What follows belongs to an exercise in optimizing a design on an open flow for small area and a short achievable clock period; a production flow would make more cautious choices. Where RTL was checked, it was by simulation tests only, not by an equivalence proof against the original. Power figures rest on the tool's default switching activity, not on a simulated workload.

== job 2733 ==
Design ex_top, start of the top module:
module ex_top (
    input  logic            clk,
    input  logic            rst_n,
    input  logic            in_valid,
    input  logic [31:0]     inst,
    input  logic [xlen-1:0] pc,
    input  logic [xlen-1:0] rs1_data,
    input  logic [xlen-1:0] rs2_data,
    output logic            out_valid,
    output logic            jump_branch,
    output logic [xlen-1:0] result,
    output logic [xlen-1:0] dnpc,
    output logic [xlen-1:0] mdata
);
Size: ~3000 cells after synthesis, roughly 190 flip-flops, roughly 420 I/O pins.
Settings: LEC_CHECK=0, CAP_MARGIN=20, CORE_MARGIN=2, CORE_UTILIZATION=30, PLACE_DENSITY=0.5, SLEW_MARGIN=20, TNS_END_PERCENT=10; clock period 13.0 ns.
standard.sh (not shown) runs the stock make flow with config.mk's settings and CLKGATE_MAP_FILE= SYNTH_SCRIPT=/design/flow/synth_recipe.tcl, a recipe that flattens the netlist after the stock synthesis.
==> flow/flow/run.sh <==
#!/bin/bash
set -euo pipefail
export BUFFER_PORTS_ARGS="-buffer_cell sky130_fd_sc_hd__buf_1"
if [[ -f flow/extra.env ]]; then
  set -a; source flow/extra.env; set +a
fi
bash standard.sh synth > synth.log 2>&1
bash standard.sh finish > layout.log 2>&1
==> flow/flow/extra.env <==
SETUP_SLACK_MARGIN=7.5
Setup changes, job 2733 to job 1457
--- a/flow/design.v
+++ b/flow/design.v
@@ -195,35 +195,32 @@
     assign is_op    = (opc == op_reg);
     assign is_opi32 = (opc == op_imm32);
     assign is_op32  = (opc == op_reg32);
     assign is_alu   = is_opi | is_op;
     assign is_w     = (is_opi32 | is_op32) & (f3 == 3'b000);
     logic [63:0] a, b, p;
     assign a = rs1_data;
     assign b = rs2_data;
     assign p = pc;
     logic use_b, use_s, sub;
-    assign use_b = inst[5] & (inst[4] | (inst[6] & ~inst[2]));
+    assign use_b = inst[5] & inst[4];
     assign use_s = inst[5] & ~inst[6];
-    assign sub   = (inst[6] & ~inst[2])
-                 | (inst[4] & ~f3[2] & (f3[1] | (~f3[0] & f7b5)));
+    assign sub   = use_b & f7b5 & (f3 == 3'b000);
     logic [63:0] imm_x, yx, s, bp, bg;
     assign imm_x = {{52{inst[31]}}, inst[31:25], use_s ? inst[11:7] : inst[24:20]};
     logic [63:0] ky;
     assign ky    = use_b ? {64{sub}} : imm_x;
     assign yx    = (b & {64{use_b}}) ^ ky;
-    logic c64;
-    pfx_add #(.N(64)) u_add (.x(a), .y(yx), .cin(use_b & sub), .s(s), .cout(c64), .bp(bp), .bg(bg));
+    logic c64_unused;
+    pfx_add #(.N(64)) u_add (.x(a), .y(yx), .cin(sub), .s(s), .cout(c64_unused), .bp(bp), .bg(bg));
     logic eq, ltu, lt;
-    assign eq  = &bp;
-    assign ltu = ~c64;
-    assign lt  = a[63] ^ yx[63] ^ c64;
+    cmp64 u_cmp (.x(a), .y(b), .eq(eq), .ltu(ltu), .lt(lt));
     logic hi_z, hi_o, ltu11, lti, ltui;
     assign hi_z  = ~|a[63:11];
     assign hi_o  = &a[63:11];
     assign ltu11 = a[10:0] < inst[30:20];
     assign lti   = (hi_z | hi_o) ? ((a[11] != inst[31]) ? a[11] : ltu11) : a[63];
     assign ltui  = inst[31] ? (~hi_o | ltu11) : (hi_z & ltu11);
     logic        shl, fill;
     logic [5:0]  sh;
     logic [63:0] shx, shr, a_rev, shr_rev;
     assign shl  = ~f3[2];
In job 1457 the fmax turned out about 1.2% lower than in job 2733. Job 1457 vs. job 2733: number of antenna violations at the first check in global routing rose 11; minimum clock period after layout went up by 83 ps. Compared with job 2733, job 1457 shows a lower worst setup slack. Diff job 2733 -> job 1457: die outline area saw an increase; initial DRC count saw an increase.
For job 1457, only the layout was checked, not whether the RTL still works.

---

The RTL this note starts from:
==> flow/design.v <==
package exu_pkg;
    localparam int xlen = 64;
    localparam logic [6:0] op_lui    = 7'b0110111;
    localparam logic [6:0] op_auipc  = 7'b0010111;
    localparam logic [6:0] op_jal    = 7'b1101111;
    localparam logic [6:0] op_jalr   = 7'b1100111;
    localparam logic [6:0] op_branch = 7'b1100011;
    localparam logic [6:0] op_load   = 7'b0000011;
    localparam logic [6:0] op_store  = 7'b0100011;
    localparam logic [6:0] op_imm    = 7'b0010011;
    localparam logic [6:0] op_imm32  = 7'b0011011;
    localparam logic [6:0] op_reg    = 7'b0110011;
    localparam logic [6:0] op_reg32  = 7'b0111011;
endpackage
module pfx_add #(
    parameter int N = 64
) (
    input  logic [N-1:0] x,
    input  logic [N-1:0] y,
    input  logic         cin,
    output logic [N-1:0] s,
    output logic         cout,
    output logic [N-1:0] bp,
    output logic [N-1:0] bg
);
    function automatic int lg2(input int n);
        int k;
        k = 0;
        while ((1 << k) < n) k++;
        lg2 = k;
    endfunction
    localparam int L = lg2(N);
    assign bp = x ^ y;
    assign bg = x & y;
    logic [(L+1)*N-1:0] g;
    logic [(L+1)*N-1:0] p;
    logic [N-1:0]       hp;
    assign hp = x ^ y;
    assign g[N-1:0] = {x[N-1:1] & y[N-1:1], (x[0] & y[0]) | (hp[0] & cin)};
    assign p[N-1:0] = hp;
    for (genvar l = 0; l < L; l++) begin : lvl
        for (genvar i = 0; i < N; i++) begin : bit_
            if ((i >> l) & 1) begin : op
                localparam int j = ((i >> l) << l) - 1;
                assign g[(l+1)*N+i] = g[l*N+i] | (p[l*N+i] & g[l*N+j]);
                assign p[(l+1)*N+i] = p[l*N+i] & p[l*N+j];
            end else begin : pass
                assign g[(l+1)*N+i] = g[l*N+i];
                assign p[(l+1)*N+i] = p[l*N+i];
            end
        end
    end
    assign s    = hp ^ {g[L*N +: N-1], cin};
    assign cout = g[L*N+N-1];
endmodule
module pfx_and #(
    parameter int N = 32
) (
    input  logic [N-1:0] x,
    output logic [N-1:0] o
);
    function automatic int lg2(input int n);
        int k;
        k = 0;
        while ((1 << k) < n) k++;
        lg2 = k;
    endfunction
    localparam int L = lg2(N);
    logic [(L+1)*N-1:0] a;
    assign a[N-1:0] = x;
    for (genvar l = 0; l < L; l++) begin : lvl
        for (genvar i = 0; i < N; i++) begin : bit_
            if ((i >> l) & 1) begin : op
                localparam int j = ((i >> l) << l) - 1;
                assign a[(l+1)*N+i] = a[l*N+i] & a[l*N+j];
            end else begin : pass
                assign a[(l+1)*N+i] = a[l*N+i];
            end
        end
    end
    assign o = a[L*N +: N];
endmodule
module cmp64 (
    input  logic [63:0] x,
    input  logic [63:0] y,
    output logic        eq,
    output logic        ltu,
    output logic        lt
);
    logic [127:0] g;
    logic [127:0] p;
    assign g[63:0] = x & ~y;
    assign p[63:0] = x ~^ y;
    for (genvar l = 0; l < 6; l++) begin : lvl
        localparam int B = 128 - (128 >> l);    
        localparam int M = 64 >> (l + 1);       
        for (genvar k = 0; k < M; k++) begin : grp
            assign g[B + (64 >> l) + k] = g[B + 2*k + 1] | (p[B + 2*k + 1] & g[B + 2*k]);
            assign p[B + (64 >> l) + k] = p[B + 2*k + 1] & p[B + 2*k];
        end
    end
    logic c;
    assign eq  = p[126];
    assign c   = g[126] | p[126];
    assign ltu = ~c;
    assign lt  = x[63] ^ ~y[63] ^ c;
endmodule
module shr64 (
    input  logic [63:0] x,
    input  logic        fill,
    input  logic [5:0]  sh,
    output logic [63:0] r
);
    logic [7*64-1:0] st;
    assign st[63:0] = x;
    for (genvar l = 0; l < 6; l++) begin : lvl
        assign st[(l+1)*64 +: 64] = sh[l] ? {{(1 << l){fill}}, st[l*64+63 : l*64+(1 << l)]}
                                          : st[l*64 +: 64];
    end
    assign r = st[6*64 +: 64];
endmodule
import exu_pkg::*;
module ex_top (
    input  logic            clk,
    input  logic            rst_n,
    input  logic            in_valid,
    input  logic [31:0]     inst,
    input  logic [xlen-1:0] pc,
    input  logic [xlen-1:0] rs1_data,
    input  logic [xlen-1:0] rs2_data,
    output logic            out_valid,
    output logic            jump_branch,
    output logic [xlen-1:0] result,
    output logic [xlen-1:0] dnpc,
    output logic [xlen-1:0] mdata
);
    logic [6:0] opc;
    logic [2:0] f3;
    logic       f7b5, v;
    assign opc  = inst[6:0];
    assign f3   = inst[14:12];
    assign f7b5 = inst[30];
    assign v    = in_valid;
    logic is_lui, is_auipc, is_jal, is_jalr, is_br, is_load, is_store;
    logic is_opi, is_op, is_opi32, is_op32, is_alu, is_w;
    assign is_lui   = (opc == op_lui);
    assign is_auipc = (opc == op_auipc);
    assign is_jal   = (opc == op_jal);
    assign is_jalr  = (opc == op_jalr);
    assign is_br    = (opc == op_branch);
    assign is_load  = (opc == op_load);
    assign is_store = (opc == op_store);
    assign is_opi   = (opc == op_imm);
    assign is_op    = (opc == op_reg);
    assign is_opi32 = (opc == op_imm32);
    assign is_op32  = (opc == op_reg32);
    assign is_alu   = is_opi | is_op;
    assign is_w     = (is_opi32 | is_op32) & (f3 == 3'b000);
    logic [63:0] a, b, p;
    assign a = rs1_data;
    assign b = rs2_data;
    assign p = pc;
    logic use_b, use_s, sub;
    assign use_b = inst[5] & inst[4];
    assign use_s = inst[5] & ~inst[6];
    assign sub   = use_b & f7b5 & (f3 == 3'b000);
    logic [63:0] imm_x, yx, s, bp, bg;
    assign imm_x = {{52{inst[31]}}, inst[31:25], use_s ? inst[11:7] : inst[24:20]};
    logic [63:0] ky;
    assign ky    = use_b ? {64{sub}} : imm_x;
    assign yx    = (b & {64{use_b}}) ^ ky;
    logic c64_unused;
    pfx_add #(.N(64)) u_add (.x(a), .y(yx), .cin(sub), .s(s), .cout(c64_unused), .bp(bp), .bg(bg));
    logic eq, ltu, lt;
    cmp64 u_cmp (.x(a), .y(b), .eq(eq), .ltu(ltu), .lt(lt));
    logic hi_z, hi_o, ltu11, lti, ltui;
    assign hi_z  = ~|a[63:11];
    assign hi_o  = &a[63:11];
    assign ltu11 = a[10:0] < inst[30:20];
    assign lti   = (hi_z | hi_o) ? ((a[11] != inst[31]) ? a[11] : ltu11) : a[63];
    assign ltui  = inst[31] ? (~hi_o | ltu11) : (hi_z & ltu11);
    logic        shl, fill;
    logic [5:0]  sh;
    logic [63:0] shx, shr, a_rev, shr_rev;
    assign shl  = is_alu & ~f3[2];
    assign fill = f3[2] & f7b5 & a[63];
    assign sh   = {6{is_alu}} & (inst[5] ? b[5:0] : inst[25:20]);
    for (genvar i = 0; i < 64; i++) begin : rev_a
        assign a_rev[i] = a[63-i];
    end
    assign shx = shl ? a_rev : a;
    shr64 u_shr (.x(shx), .fill(fill), .sh(sh), .r(shr));
    for (genvar i = 0; i < 64; i++) begin : rev_r
        assign shr_rev[i] = shr[63-i];
    end
    logic [31:0] off, imm_b, imm_j, imm_u;
    assign imm_b = {{20{inst[31]}}, inst[7], inst[30:25], inst[11:8], 1'b0};
    assign imm_j = {{12{inst[31]}}, inst[19:12], inst[20], inst[30:21], 1'b0};
    assign imm_u = {inst[31:12], 12'b0};
    assign off   = ~inst[2] ? imm_b : inst[3] ? imm_j : imm_u;
    logic [31:0] t_lo, tbp_unused, tbg_unused;
    logic        c32;
    pfx_add #(.N(32)) u_tadd (.x(p[31:0]), .y(off), .cin(1'b0), .s(t_lo), .cout(c32),
                              .bp(tbp_unused), .bg(tbg_unused));
    logic [31:0] p_hi, all1, all0, m1, m0;
    assign p_hi = p[63:32];
    pfx_and #(.N(32)) u_and1 (.x(p_hi),  .o(all1));
    pfx_and #(.N(32)) u_and0 (.x(~p_hi), .o(all0));
    assign m1 = {all1[30:0], 1'b1};
    assign m0 = {all0[30:0], 1'b1};
    logic [29:0] lo1;
    logic [31:0] p4_lo;
    logic        k32;
    pfx_and #(.N(30)) u_and4 (.x(p[31:2]), .o(lo1));
    assign p4_lo[1:0]  = p[1:0];
    assign p4_lo[31:2] = p[31:2] ^ {lo1[28:0], 1'b1};
    assign k32         = lo1[29];
    logic t_inc, t_dec;
    assign t_inc = c32 & ~inst[31];
    assign t_dec = ~c32 & inst[31];
    logic taken, jb, tsel;
    assign taken = is_br & (f3[2] ? ((f3[1] ? ltu : lt) ^ f3[0])
                                  : (~f3[1] & (eq ^ f3[0])));
    assign jb   = is_jal | is_jalr | taken;
    assign tsel = is_jal | taken;
    logic        n_inc, n_dec;
    logic [63:0] npc_pc;
    assign n_inc = tsel ? t_inc : k32;
    assign n_dec = tsel & t_dec;
    assign npc_pc[31:0]  = tsel ? t_lo : p4_lo;
    assign npc_pc[63:32] = p_hi ^ (({32{n_inc}} & m1) | ({32{n_dec}} & m0));
    logic d_jalr, d_pc;
    assign d_jalr = v & is_jalr;
    assign d_pc   = v & ~is_jalr;
    logic [63:0] npc;
    assign npc = ({64{d_jalr}} & {s[63:1], 1'b0})
               | ({64{d_pc}}   & npc_pc)
               | ({64{~v}}     & dnpc);
    logic        r_inc, r_dec;
    logic [63:0] res_pc;
    assign r_inc = is_auipc ? t_inc : k32;
    assign r_dec = is_auipc & t_dec;
    assign res_pc[31:0]  = is_auipc ? t_lo : p4_lo;
    assign res_pc[63:32] = p_hi ^ (({32{r_inc}} & m1) | ({32{r_dec}} & m0));
    logic is_other;
    assign is_other = ~(is_lui | is_auipc | is_jal | is_jalr | is_w | is_alu | is_load | is_store);
    logic sel_s, sel_w, sel_sll, sel_sr, sel_p, sel_g, sel_lui, sel_pc, slt_bit;
    assign sel_lui = v & is_lui;
    assign sel_pc  = v & (is_auipc | is_jal | is_jalr);
    assign sel_w   = v & is_w;
    assign sel_s   = v & ((is_alu & (f3 == 3'b000)) | is_load | is_store);
    assign sel_sll = v & is_alu & (f3 == 3'b001);
    assign sel_sr  = v & ((is_alu & (f3 == 3'b101)) | is_other);
    assign sel_p   = v & is_alu & f3[2] & ~f3[0];
    assign sel_g   = v & is_alu & f3[2] & f3[1];
    assign slt_bit = v & is_alu & ~f3[2] & f3[1] &
                     (inst[5] ? (f3[0] ? ltu : lt) : (f3[0] ? ltui : lti));
    logic [63:0] res, luv;
    assign luv = {{32{inst[31]}}, imm_u};
    assign res = ({64{sel_s | sel_w}} & {s[63:32] & {32{sel_s}}, s[31:0]})
               | ({{32{sel_w & s[31]}}, 32'd0})
               | ({64{sel_sll}} & shr_rev)
               | ({64{sel_sr}}  & shr)
               | {63'd0, slt_bit}
               | ({64{sel_p}}   & bp)
               | ({64{sel_g}}   & bg)
               | ({64{sel_lui}} & luv)
               | ({64{sel_pc}}  & res_pc)
               | ({64{~v}}      & result);
    logic [63:0] md;
    assign md = v ? b : mdata;
    always_ff @(posedge clk or negedge rst_n) begin
        if (!rst_n) begin
            out_valid   <= 1'b0;
            jump_branch <= 1'b0;
            result      <= '0;
            dnpc        <= '0;
            mdata       <= '0;
        end else begin
            out_valid   <= in_valid;
            jump_branch <= v ? jb : jump_branch;
            result      <= res;
            dnpc        <= npc;
            mdata       <= md;
        end
    end
endmodule
==> flow/config.mk <==
export PLATFORM = sky130hd
export DESIGN_NAME = ex_top
export DESIGN_NICKNAME = ex_top
export VERILOG_FILES = /design/flow/design.v
export SDC_FILE = /design/flow/constraint.sdc
export NUM_CORES = 4
export LEC_CHECK = 0
export ABC_CLOCK_PERIOD_IN_PS = 3000
export CAP_MARGIN = 20
export CORE_MARGIN = 2
export CORE_UTILIZATION = 35
export PLACE_DENSITY = 0.55
export SLEW_MARGIN = 20
export TNS_END_PERCENT = 10
==> flow/constraint.sdc <==
create_clock -name core_clock -period 13.0 [get_ports {clk}]
set_input_delay 2.6000 -clock core_clock [delete_from_list [all_inputs] [get_ports {clk}]]
set_output_delay 2.6000 -clock core_clock [all_outputs]
set_load 0.01 [all_outputs]
Scripts as last shown in full above: flow/flow/run.sh, flow/flow/extra.env
The baseline completed without violations.
Next try:
--- a/flow/design.v
+++ b/flow/design.v
@@ -22,15 +22,9 @@
     output logic         cout,
     output logic [N-1:0] bp,
     output logic [N-1:0] bg
 );
-    function automatic int lg2(input int n);
-        int k;
-        k = 0;
-        while ((1 << k) < n) k++;
-        lg2 = k;
-    endfunction
-    localparam int L = lg2(N);
+    localparam int L = $clog2(N);
     assign bp = x ^ y;
     assign bg = x & y;
     logic [(L+1)*N-1:0] g;
     logic [(L+1)*N-1:0] p;
@@ -58,15 +52,9 @@
 ) (
     input  logic [N-1:0] x,
     output logic [N-1:0] o
 );
-    function automatic int lg2(input int n);
-        int k;
-        k = 0;
-        while ((1 << k) < n) k++;
-        lg2 = k;
-    endfunction
-    localparam int L = lg2(N);
+    localparam int L = $clog2(N);
     logic [(L+1)*N-1:0] a;
     assign a[N-1:0] = x;
     for (genvar l = 0; l < L; l++) begin : lvl
         for (genvar i = 0; i < N; i++) begin : bit_
What happened: The changed run finished clean; total power is unchanged; combinational power stays flat; area after synthesis stays the same; final area does not change; die area does not change; setup slack stays the same; maximum frequency is unchanged; via count stays the same; routed wire length is unchanged; core utilization is unchanged; clock power hardly moves; global-route usage stays the same; flip-flop and latch count stays the same.
Function not checked in the second run of this note: the RTL went through the layout flow alone.

separate check: timing with driven ports:
The results above use ideal ports. As a check the final layouts listed here were re-extracted and re-timed, cells and wires unchanged. Step 1 (the two cells are an assumption about what drives the block):
set clk [get_ports {clk}]
set_driving_cell -lib_cell sky130_fd_sc_hd__clkbuf_16 $clk
set_driving_cell -lib_cell sky130_fd_sc_hd__buf_2 [delete_from_list [all_inputs] $clk]
Step 2 moves the port delays by t, midway between the first and last clock arrival at a register: inputs arrive t later, outputs are due t later. That takes back most of the time a late clock gives input paths. Slacks: ideal ports / drivers / drivers and shift; pairs: ideal ports / drivers.
run	t, ns	setup slack, ns	worst setup path after step 2	worst register clock-pin slew, ns	cell pins on the clock port's net
job 2733	0.597	6.385 / 6.324 / 5.727	input to register	0.10 / 0.10	1
job 1457	0.605	6.302 / 6.233 / 5.627	input to register	0.11 / 0.11	1
the first run of note 2	0.609	6.559 / 6.606 / 5.997	input to register	0.11 / 0.11	1
the second run of note 2	0.609	6.559 / 6.606 / 5.997	input to register	0.11 / 0.11	1
After both steps every run listed still meets setup and hold. The setup slack of job 1457, which loses most, moves by -0.069 ns with the drivers and by -0.675 ns with both steps.
